From an optimization exercise on the open Yosys and OpenROAD flow, aimed at small area; shortcuts taken in it are not production practice. The RTL was checked by simulation tests, not by an equivalence proof against the original design.

`design/flow/config.mk`:
```
export PLATFORM = sky130hd
export DESIGN_NAME = intra_recon_top
export DESIGN_NICKNAME = intra_recon_top
export VERILOG_FILES = /design/flow/design.v
export SDC_FILE = /design/flow/constraint.sdc
export NUM_CORES = 4
export LEC_CHECK = 0
export CAP_MARGIN = 20
export CORE_MARGIN = 2
export CORE_UTILIZATION = 40
export SLEW_MARGIN = 20
```
`design/flow/constraint.sdc`:
```
create_clock -name core_clock -period 10.0 [get_ports {clk}]
set_input_delay 2.0000 -clock core_clock [delete_from_list [all_inputs] [get_ports {clk}]]
set_output_delay 2.0000 -clock core_clock [all_outputs]
set_load 0.01 [all_outputs]
```
`design/flow/design.v`:
```
package intra_pkg;
    localparam int QUEUE_DEPTH = 4;      
    localparam int ENTRY_W     = 73;     
endpackage
module intra_pred_4x4 (
    input  logic [107:0]                   req,
    output logic [intra_pkg::ENTRY_W-1:0]  entry
);
    logic [8:0]       s_ab, s_cd, s_ij, s_kl;
    logic [9:0]       s_top, s_left;
    logic [10:0]      dc_sum;
    logic [7:0]       dc_val;
    logic [15:0]      md;     
    logic [8:0]       mh;     
    logic [8:0][7:0]  s;
    function automatic logic [10:0] radd(logic [9:0] x, logic [9:0] y, logic cin, int w);
        logic c;
        c = cin;
        radd = '0;
        for (int n = 0; n < 10; n++) begin
            if (n < w) begin
                radd[n] = x[n] ^ y[n] ^ c;
                c = (x[n] & y[n]) | (c & (x[n] ^ y[n]));
            end
        end
        radd[w] = c;
    endfunction
    assign s_ab   = 9'(radd(10'(req[103:96]), 10'(req[95:88]), 1'b1, 8));
    assign s_cd   = 9'(radd(10'(req[87:80]),  10'(req[79:72]), 1'b1, 8));
    assign s_ij   = 9'(radd(10'(req[39:32]),  10'(req[31:24]), 1'b1, 8));
    assign s_kl   = 9'(radd(10'(req[23:16]),  10'(req[15:8]),  1'b1, 8));
    assign s_top  = 10'(radd(10'(s_ab), 10'(s_cd), 1'b0, 9));
    assign s_left = 10'(radd(10'(s_ij), 10'(s_kl), 1'b0, 9));
    assign dc_sum = radd(s_top, s_left, 1'b0, 10);
    assign dc_val = dc_sum[10:3];
    always_comb begin
        md = 16'd0;
        md[req[107:104]] = 1'b1;
    end
    assign mh = {md[8:3], md[2] | (|md[15:9]), md[1:0]};
    assign s[0] = ({8{mh[0] | mh[2] | mh[4] | mh[5]}} & req[79:72])
                | ({8{mh[1] | mh[6] | mh[8]}} & req[15:8])
                | ({8{mh[3] | mh[7]}} & req[103:96]);
    assign s[1] = ({8{mh[0] | mh[2] | mh[4] | mh[5]}} & req[87:80])
                | ({8{mh[1] | mh[6]}} & req[23:16])
                | ({8{mh[3] | mh[7]}} & req[95:88])
                | ({8{mh[8]}} & req[15:8]);
    assign s[2] = ({8{mh[0] | mh[2] | mh[4] | mh[5]}} & req[95:88])
                | ({8{mh[1] | mh[6]}} & req[31:24])
                | ({8{mh[3] | mh[7]}} & req[87:80])
                | ({8{mh[8]}} & req[23:16]);
    assign s[3] = ({8{mh[0] | mh[4] | mh[5]}} & req[103:96])
                | ({8{mh[1] | mh[6]}} & req[39:32])
                | ({8{mh[2]}} & dc_val)
                | ({8{mh[3] | mh[7]}} & req[79:72])
                | ({8{mh[8]}} & req[31:24]);
    assign s[4] = ({8{mh[0] | mh[1] | mh[4] | mh[5] | mh[6]}} & req[7:0])
                | ({8{mh[2]}} & dc_val)
                | ({8{mh[3] | mh[7]}} & req[71:64])
                | ({8{mh[8]}} & req[39:32]);
    assign s[5] = ({8{mh[0] | mh[1] | mh[3] | mh[7] | mh[8]}} & req[63:56])
                | ({8{mh[2]}} & dc_val)
                | ({8{mh[4] | mh[5]}} & req[39:32])
                | ({8{mh[6]}} & req[103:96]);
    assign s[6] = ({8{mh[0] | mh[1] | mh[2] | mh[3] | mh[7] | mh[8]}} & req[55:48])
                | ({8{mh[4] | mh[5]}} & req[31:24])
                | ({8{mh[6]}} & req[95:88]);
    assign s[7] = ({8{mh[0] | mh[1] | mh[2] | mh[4] | mh[5] | mh[7] | mh[8]}} & req[23:16])
                | ({8{mh[3]}} & req[47:40])
                | ({8{mh[6]}} & req[87:80]);
    assign s[8] = mh[4] ? req[15:8] : {4'd0, req[107:104]};
    assign entry = {mh[4], s};
endmodule
module pred_queue (
    input  logic                            clk,
    input  logic                            rst_n,
    input  logic                            req_strobe,
    input  logic [intra_pkg::ENTRY_W-1:0]   entry,
    input  logic                            residue_strobe,
    output logic [intra_pkg::ENTRY_W-1:0]   head,
    output logic                            head_taken,
    output logic                            overflow_error,
    output logic                            order_error
);
    logic [intra_pkg::ENTRY_W-1:0] mem [intra_pkg::QUEUE_DEPTH];
    logic [1:0] wr_ptr;       
    logic [1:0] rd_ptr;       
    logic [2:0] count;        
    logic       pend;         
    logic       full;
    logic       empty;
    logic       push;
    logic       pop;
    logic [1:0] wr_ptr_next;
    logic [2:0] count_next;
    assign full  = count[2];
    assign empty = (count == 3'd0);
    assign push = pend && !full;
    assign pop  = residue_strobe && !empty;
    assign head           = mem[rd_ptr];
    assign head_taken     = pop;
    assign overflow_error = pend && full;
    assign order_error    = residue_strobe && empty;
    assign wr_ptr_next = wr_ptr + 2'(push);
    assign count_next  = count + 3'(push) - 3'(pop);
    always_ff @(posedge clk) begin
        if (!rst_n) begin
            wr_ptr <= '0;
            rd_ptr <= '0;
            count  <= '0;
            pend   <= 1'b0;
        end else begin
            wr_ptr <= wr_ptr_next;
            rd_ptr <= rd_ptr + 2'(pop);
            count  <= count_next;
            pend   <= req_strobe;
        end
    end
    always_ff @(posedge clk) begin
        if (req_strobe && !count_next[2]) begin
            mem[wr_ptr_next] <= entry;
        end
    end
endmodule
module recon_clip (
    input  logic                           clk,
    input  logic                           rst_n,
    input  logic                           head_taken,
    input  logic [intra_pkg::ENTRY_W-1:0]  head,
    input  logic [15:0][8:0]               residue,
    output logic                           recon_valid,
    output logic [15:0][7:0]               recon
);
    logic [8:0][7:0]   s;      
    logic [7:0][7:0]   a2;     
    logic [7:0][7:0]   a3;     
    logic [15:0]       md;     
    logic [8:0]        mh;     
    logic [15:0][7:0]  pred;
    logic [15:0][7:0]  sum_blk;
    logic              ddr;    
    assign ddr = head[72];
    always_comb begin
        md = 16'd0;
        md[head[67:64]] = 1'b1;
    end
    assign mh = {md[8:5] & {4{!ddr}}, ddr, md[3] & !ddr, (md[2] | (|md[15:9])) & !ddr,
                 md[1:0] & {2{!ddr}}};
    assign s[7:0] = head[63:0];
    assign s[8]   = ddr ? head[71:64] : head[63:56];
    function automatic logic [7:0] half_sum(logic [7:0] x, logic [7:0] y, logic cin);
        logic c;
        logic [8:0] t;
        c = cin;
        for (int n = 0; n < 8; n++) begin
            t[n] = x[n] ^ y[n] ^ c;
            c = (x[n] & y[n]) | (c & (x[n] ^ y[n]));
        end
        t[8] = c;
        half_sum = t[8:1];
    endfunction
    function automatic logic [7:0] avg3(logic [7:0] x, logic [7:0] y, logic [7:0] z);
        avg3 = half_sum(half_sum(x, z, 1'b0), y, 1'b1);
    endfunction
    assign a2[0] = half_sum(s[0], s[1], 1'b1);
    assign a2[1] = half_sum(s[1], s[2], 1'b1);
    assign a2[2] = half_sum(s[2], s[3], 1'b1);
    assign a2[3] = half_sum(s[3], s[4], 1'b1);
    assign a2[4] = half_sum(s[4], s[5], 1'b1);
    assign a2[5] = 8'd0;    
    assign a2[6] = 8'd0;    
    assign a2[7] = 8'd0;    
    assign a3[0] = 8'd0;    
    assign a3[1] = avg3(s[0], s[1], s[2]);
    assign a3[2] = avg3(s[1], s[2], s[3]);
    assign a3[3] = avg3(s[2], s[3], s[4]);
    assign a3[4] = avg3(s[3], s[4], s[5]);
    assign a3[5] = avg3(s[4], s[5], s[6]);
    assign a3[6] = avg3(s[5], s[6], s[7]);
    assign a3[7] = avg3(s[6], s[7], s[8]);
    assign pred[0] = ({8{mh[0] | mh[1]}} & s[3])
                   | ({8{mh[2] | mh[5] | mh[6] | mh[8]}} & a2[3])
                   | ({8{mh[3]}} & a3[1])
                   | ({8{mh[4]}} & a3[4])
                   | ({8{mh[7]}} & a2[0]);
    assign pred[1] = ({8{mh[0]}} & s[2])
                   | ({8{mh[1]}} & s[3])
                   | ({8{mh[2] | mh[6]}} & a3[4])
                   | ({8{mh[3]}} & a3[2])
                   | ({8{mh[4] | mh[8]}} & a3[3])
                   | ({8{mh[5]}} & a2[2])
                   | ({8{mh[7]}} & a2[1]);
    assign pred[2] = ({8{mh[0]}} & s[1])
                   | ({8{mh[1] | mh[2]}} & s[3])
                   | ({8{mh[3]}} & a3[3])
                   | ({8{mh[4]}} & a3[2])
                   | ({8{mh[5]}} & a2[1])
                   | ({8{mh[6]}} & a3[5])
                   | ({8{mh[7] | mh[8]}} & a2[2]);
    assign pred[3] = ({8{mh[0]}} & s[0])
                   | ({8{mh[1]}} & s[3])
                   | ({8{mh[2] | mh[7]}} & a2[3])
                   | ({8{mh[3]}} & a3[4])
                   | ({8{mh[4]}} & a3[1])
                   | ({8{mh[5]}} & a2[0])
                   | ({8{mh[6]}} & a3[6])
                   | ({8{mh[8]}} & a3[2]);
    assign pred[4] = ({8{mh[0]}} & s[3])
                   | ({8{mh[1]}} & s[2])
                   | ({8{mh[2] | mh[5]}} & a3[4])
                   | ({8{mh[3]}} & a3[2])
                   | ({8{mh[4]}} & a3[5])
                   | ({8{mh[6] | mh[8]}} & a2[2])
                   | ({8{mh[7]}} & a3[1]);
    assign pred[5] = ({8{mh[0] | mh[1]}} & s[2])
                   | ({8{mh[2] | mh[4]}} & a3[4])
                   | ({8{mh[3] | mh[5] | mh[6]}} & a3[3])
                   | ({8{mh[7] | mh[8]}} & a3[2]);
    assign pred[6] = ({8{mh[0]}} & s[1])
                   | ({8{mh[1]}} & s[2])
                   | ({8{mh[2] | mh[6]}} & a2[3])
                   | ({8{mh[3]}} & a3[4])
                   | ({8{mh[4] | mh[7]}} & a3[3])
                   | ({8{mh[5]}} & a3[2])
                   | ({8{mh[8]}} & a2[1]);
    assign pred[7] = ({8{mh[0]}} & s[0])
                   | ({8{mh[1]}} & s[2])
                   | ({8{mh[2] | mh[6] | mh[7]}} & a3[4])
                   | ({8{mh[3]}} & a3[5])
                   | ({8{mh[4]}} & a3[2])
                   | ({8{mh[5] | mh[8]}} & a3[1]);
    assign pred[8] = ({8{mh[0] | mh[2]}} & s[3])
                   | ({8{mh[1]}} & s[1])
                   | ({8{mh[3]}} & a3[3])
                   | ({8{mh[4]}} & a3[6])
                   | ({8{mh[5]}} & a3[5])
                   | ({8{mh[6] | mh[7] | mh[8]}} & a2[1]);
    assign pred[9] = ({8{mh[0]}} & s[2])
                   | ({8{mh[1]}} & s[1])
                   | ({8{mh[2] | mh[5]}} & a2[3])
                   | ({8{mh[3]}} & a3[4])
                   | ({8{mh[4]}} & a3[5])
                   | ({8{mh[6]}} & a3[2])
                   | ({8{mh[7]}} & a2[2])
                   | ({8{mh[8]}} & a3[1]);
    assign pred[10] = ({8{mh[0] | mh[1] | mh[8]}} & s[1])
                   | ({8{mh[2] | mh[7]}} & a2[3])
                   | ({8{mh[3]}} & a3[5])
                   | ({8{mh[4]}} & a3[4])
                   | ({8{mh[5] | mh[6]}} & a2[2]);
    assign pred[11] = ({8{mh[0] | mh[8]}} & s[0])
                   | ({8{mh[1]}} & s[1])
                   | ({8{mh[2] | mh[7]}} & a2[4])
                   | ({8{mh[3]}} & a3[6])
                   | ({8{mh[4] | mh[6]}} & a3[3])
                   | ({8{mh[5]}} & a2[1]);
    assign pred[12] = ({8{mh[0]}} & s[3])
                   | ({8{mh[1]}} & s[0])
                   | ({8{mh[2] | mh[3]}} & a3[4])
                   | ({8{mh[4]}} & a3[7])
                   | ({8{mh[5]}} & a3[6])
                   | ({8{mh[6] | mh[8]}} & a2[0])
                   | ({8{mh[7]}} & a3[2]);
    assign pred[13] = ({8{mh[0]}} & s[2])
                   | ({8{mh[1] | mh[8]}} & s[0])
                   | ({8{mh[2] | mh[5]}} & a3[4])
                   | ({8{mh[3]}} & a3[5])
                   | ({8{mh[4]}} & a3[6])
                   | ({8{mh[6]}} & a3[1])
                   | ({8{mh[7]}} & a3[3]);
    assign pred[14] = ({8{mh[0]}} & s[1])
                   | ({8{mh[1] | mh[8]}} & s[0])
                   | ({8{mh[2] | mh[7]}} & a3[4])
                   | ({8{mh[3]}} & a3[6])
                   | ({8{mh[4]}} & a3[5])
                   | ({8{mh[5]}} & a3[3])
                   | ({8{mh[6]}} & a2[1]);
    assign pred[15] = ({8{mh[0] | mh[1] | mh[8]}} & s[0])
                   | ({8{mh[2] | mh[4]}} & a3[4])
                   | ({8{mh[3]}} & a3[7])
                   | ({8{mh[5] | mh[6]}} & a3[2])
                   | ({8{mh[7]}} & a3[5]);
    function automatic logic [7:0] clip_add(logic [7:0] px, logic [8:0] r);
        logic c;
        logic [7:0] u;
        c = 1'b0;
        for (int n = 0; n < 8; n++) begin
            u[n] = px[n] ^ r[n] ^ c;
            c = (px[n] & r[n]) | (c & (px[n] ^ r[n]));
        end
        clip_add = (c ^ r[8]) ? {8{c}} : u;
    endfunction
    always_comb begin
        for (int n = 0; n < 16; n++) begin
            sum_blk[n] = clip_add(pred[n], residue[n]);
        end
    end
    always_ff @(posedge clk) begin
        if (!rst_n) begin
            recon_valid <= 1'b0;
        end else begin
            recon_valid <= head_taken;
        end
    end
    always_ff @(posedge clk) begin
        recon <= sum_blk;
    end
endmodule
module intra_recon_top (
    input  logic                 clk,
    input  logic                 rst_n,
    input  logic                 req_strobe,
    input  logic [107:0]         req,
    input  logic                 residue_strobe,
    input  logic [15:0][8:0]     residue,
    output logic                 recon_valid,
    output logic [15:0][7:0]     recon,
    output logic                 overflow_error,
    output logic                 order_error
);
    logic [intra_pkg::ENTRY_W-1:0] entry;
    logic [intra_pkg::ENTRY_W-1:0] head;
    logic                          head_taken;
    intra_pred_4x4 intra_pred_4x4_i (
        .req   (req),
        .entry (entry)
    );
    pred_queue pred_queue_i (
        .clk            (clk),
        .rst_n          (rst_n),
        .req_strobe     (req_strobe),
        .entry          (entry),
        .residue_strobe (residue_strobe),
        .head           (head),
        .head_taken     (head_taken),
        .overflow_error (overflow_error),
        .order_error    (order_error)
    );
    recon_clip recon_clip_i (
        .clk         (clk),
        .rst_n       (rst_n),
        .head_taken  (head_taken),
        .head        (head),
        .residue     (residue),
        .recon_valid (recon_valid),
        .recon       (recon)
    );
endmodule
```
`design/flow/flow/run.sh`:
```
#!/bin/bash
# Standard ORFS layout, with smaller port buffers and a clock tree of smaller
# buffers without dummy loads. Every tool's output goes to a log here.
set -euo pipefail
export BUFFER_PORTS_ARGS="-buffer_cell sky130_fd_sc_hd__buf_1"
export CTS_ARGS="-sink_clustering_enable -repair_clock_nets -dont_use_dummy_load -buf_list sky130_fd_sc_hd__clkbuf_4 -root_buf sky130_fd_sc_hd__clkbuf_8"
bash standard.sh > flow_standard.log 2>&1
```
`design/flow/standard.sh`:
```
#!/bin/bash
# synth_recipe.tcl (not shown) runs the flow's synth.tcl, then flattens the netlist and writes it again
# the make line also repeats each setting of config.mk as NAME=value (left out here)
make -C /OpenROAD-flow-scripts/flow DESIGN_CONFIG=/design/flow/config.mk WORK_HOME=/design/flow/orfs CLKGATE_MAP_FILE= SYNTH_SCRIPT=/design/flow/synth_recipe.tcl "${@:-finish}"
```
==> reports/results.tsv <==
metric	value	unit
outcome	complete, no violations	
share of post-route cells with drive strength above 1	10.5	%
Seq. cell area	0.0115	mm²
Yosys top cell area share	30.1	%
core area	0.0719	mm²
gr usage total	31.3	%
FF+latch count, synth	429	
Slew headroom	16.2	%
CTS Buf Count	104	
Worst Path Max Fanout	53	
detailed placement HPWL	92500	µm
top cells by count, synth	399 x inv_1, 337 x nand2_1, 297 x fa_1	
Syn Area/Cell	11.3	µm²
RSZ-0062 raised after global routing	no	
Top cell by count, worst path	fa_1	
fin crit share	88.8	%
Non-Filler Instances	3941	
Clock Sinks	429	
# setup viols final	0	
Initial DRT Pass Iterations	13	
Synth Flop Type	edfxtp_1	
Bufs on Longest Clock Path	3	
worst skew pair latency	0.67	ns
Final Worst Setup Slack	1.12	ns
DR DRC count	0	
Fmax	113	MHz
largest net degree at the start of global routing	55	
DIE WIDTH	274	µm
asr flop ratio synth	0	%
Post-synth EDFFs	292	
Vias/cell	6.03	
GPL Wtd Cong	1.04	
final net count	3578	
Slew Viols, Final	0	
Seq/Total Area, Yosys	39.5	%
Overflow after GRT	0	
drt wl/cell	30.0	µm
multi-input logic area	0.0157	mm²
Max Cap Viol	0	
global-route wire length before repair	167000	µm
CP Launch Type	flip-flop	
Hold Path Class	flip-flop to flip-flop	
vias in the first global route	24410	
TNS Setup	0	ns
worst slew pin tran	1.25	ns
worst endpoint data arrival time	9.41	ns
dpl cells	3835	
post-synth top area cell	edfxtp_1	
Filler cells	6792	
CTS H-Tree Depth	3	
yosys warns	3	
Via Count	23773	
most frequent cell after synthesis	inv_1	
CTS root buffer	clkbuf_8	
initial DRC count	2586	
initial antenna violation count	2	
die area	0.0751	mm²
Post-CTS Resized	0	
num rows	98	
routed wire length	118000	µm
clock transition at the registers of the reported paths	0.06	ns
CTS tree	done	
Worst EP required	10.53	ns
Post-CTS Setup Repair Bufs	0	
final worst path period need	8.88	ns
Area growth syn-to-layout	12.1	%
CP max stage delay	0.98	ns
Starting Density	40.6	%
CP endpoint kind	flip-flop	
Antenna Nets Post-Route	0	
slowest cell on the critical path	dfxtp_4	
syn nets	3155	
Syn Inst Count	2569	
skew final	0.0942	ns
worst slack at placement	1.09	ns
final hold viol count	0	
worst path cell trace	mux4_2 > inv_1 > ha_2 > inv_1 > or4_1 > o32ai_4 > a21oi_2 > buf_4 > nand3_1 > a221o_1 > ha_1 > inv_1 > fa_1 > fa_1 > fa_1 > fa_1 > inv_1 > fa_1 > inv_1 > fa_1 > inv_1 > fa_1 > maj3_1	
post-synth cell types	86	
Post-CTS Hold Fix Bufs	0	
Crit Path Category	flip-flop to flip-flop	
post-synthesis cell area	0.0292	mm²
Port Buffers	386	
IO Count	387	
die extent in y	274	µm
synth top area cells	edfxtp_1 30%, fa_1 20%, dfxtp_1 9.4%, mux4_2 5.7%, inv_1 5.1%	
-- final cells by class --
| cell class | instances | share of cell area (%) |
|---|---|---|
| multi-input combinational | 1606 | 48.0 |
| sequential | 429 | 35.2 |
| timing repair buffer | 451 | 5.95 |
| inverter | 400 | 4.59 |
| tap | 950 | 3.64 |
| clock buffer | 104 | 2.56 |
| antenna | 1 | 0.00765 |
-- final timing paths --
kind / start / end / slack [ns] / depth (start not counted)
setup reg to reg: pred_queue_i.rd_ptr[0] / recon_clip_i.recon[7] / 1.12 / 23
hold reg to reg: pred_queue_i.count[2] / pred_queue_i.count[2] / 0.61 / 2
setup / recovery: pred_queue_i.rd_ptr[0] / recon_clip_i.recon[7] / 1.12 / 23
hold / removal: pred_queue_i.count[2] / pred_queue_i.count[2] / 0.61 / 2
-- registers in the layout, summed over array words and instances, names as in the netlist --
| signal | cells |
|---|---|
| pred_queue_i.count | 3 |
| recon_clip_i.recon_valid | 1 |
| pred_queue_i.wr_ptr | 2 |
| pred_queue_i.rd_ptr | 2 |
| pred_queue_i.mem | 292 |
| recon_clip_i.recon | 128 |
| pred_queue_i.pend | 1 |
-- critical path: cells and delay by family, from the launching register on --
family | cells | cell delay, ns
compound gates | 3 | 1.17
flops | 1 | 0.98
buf+inv | 7 | 0.96
fa+ha+maj | 10 | 3.40
simple gates | 2 | 1.42
mux | 1 | 0.79
-- cell usage in the layout, fill, tap and decap left out, drive strengths merged, types with 41 or more instances in the layout --
cell type,synthesis,routed
inv,399,399
a222oi,52,52
buf,49,451
fa,297,297
edfxtp,292,292
nand2,338,338
nor2,76,76
a21oi,56,56
o21ai,128,128
clkbuf,85,104
nor3,41,41
mux4,74,74
dfxtp,137,137
maj3,49,49
-- layer usage --
layer / wire (µm) / share of wire, % / vias up / global-route usage (%)
met1: 44000 / 37 / 11878 / 38.2
met2: 54900 / 46 / 1515 / 49.7
met4: 9140 / 7.7 / 2 / 21.7
li1: - / - / 10004 / -
met3: 10300 / 8.7 / 374 / 6.52
met5: 13 / 0.011 / - / 0
-- logic make-up after synthesis --
group | synth area share [%]
DFF | 39.5
AOI/OAI and AO/OA | 13.3
and+or+nand+nor | 9.73
buffers and inverters | 7.11
muxes | 6.60
xor gates and xnor gates | 0.266
adders and majority gates | 23.5
-- stage by stage --
step	utilization, %	hold WS [ns]	cell area [µm²]
final	45.5	0.614	32700
after global placement	44.3	0.595	31800
after CTS	45.5	0.618	32700
after floorplan	-	0.556	29200
after detailed placement	44.3	0.599	31800
after global routing	45.5	0.671	32700

-- port drivers added, routing unchanged --
Ports are ideal in the flow. The routed layout listed here was re-timed in OpenROAD. Step 1: set_driving_cell puts a clkbuf_16 on clk and a buf_2 on each other input, an assumption about the parent block. Step 2 moves the port delays by t, midway between the first and last clock arrival at a register: inputs arrive t later, outputs are due t later. That takes back most of the time a late clock gives input paths. a / b / c = no drivers / after step 1 / after step 2; a / b = the first two.
t, ns: 0.689
setup WS [ns]: 1.120 / 1.120 / 1.120
hold slack, ns: 0.614 / 0.614 / 0.614
worst setup path at the end: register to register
After both steps setup and hold are still met in this run. The setup slack of this run moves by 0.000 ns with the drivers and by 0.000 ns with both steps.
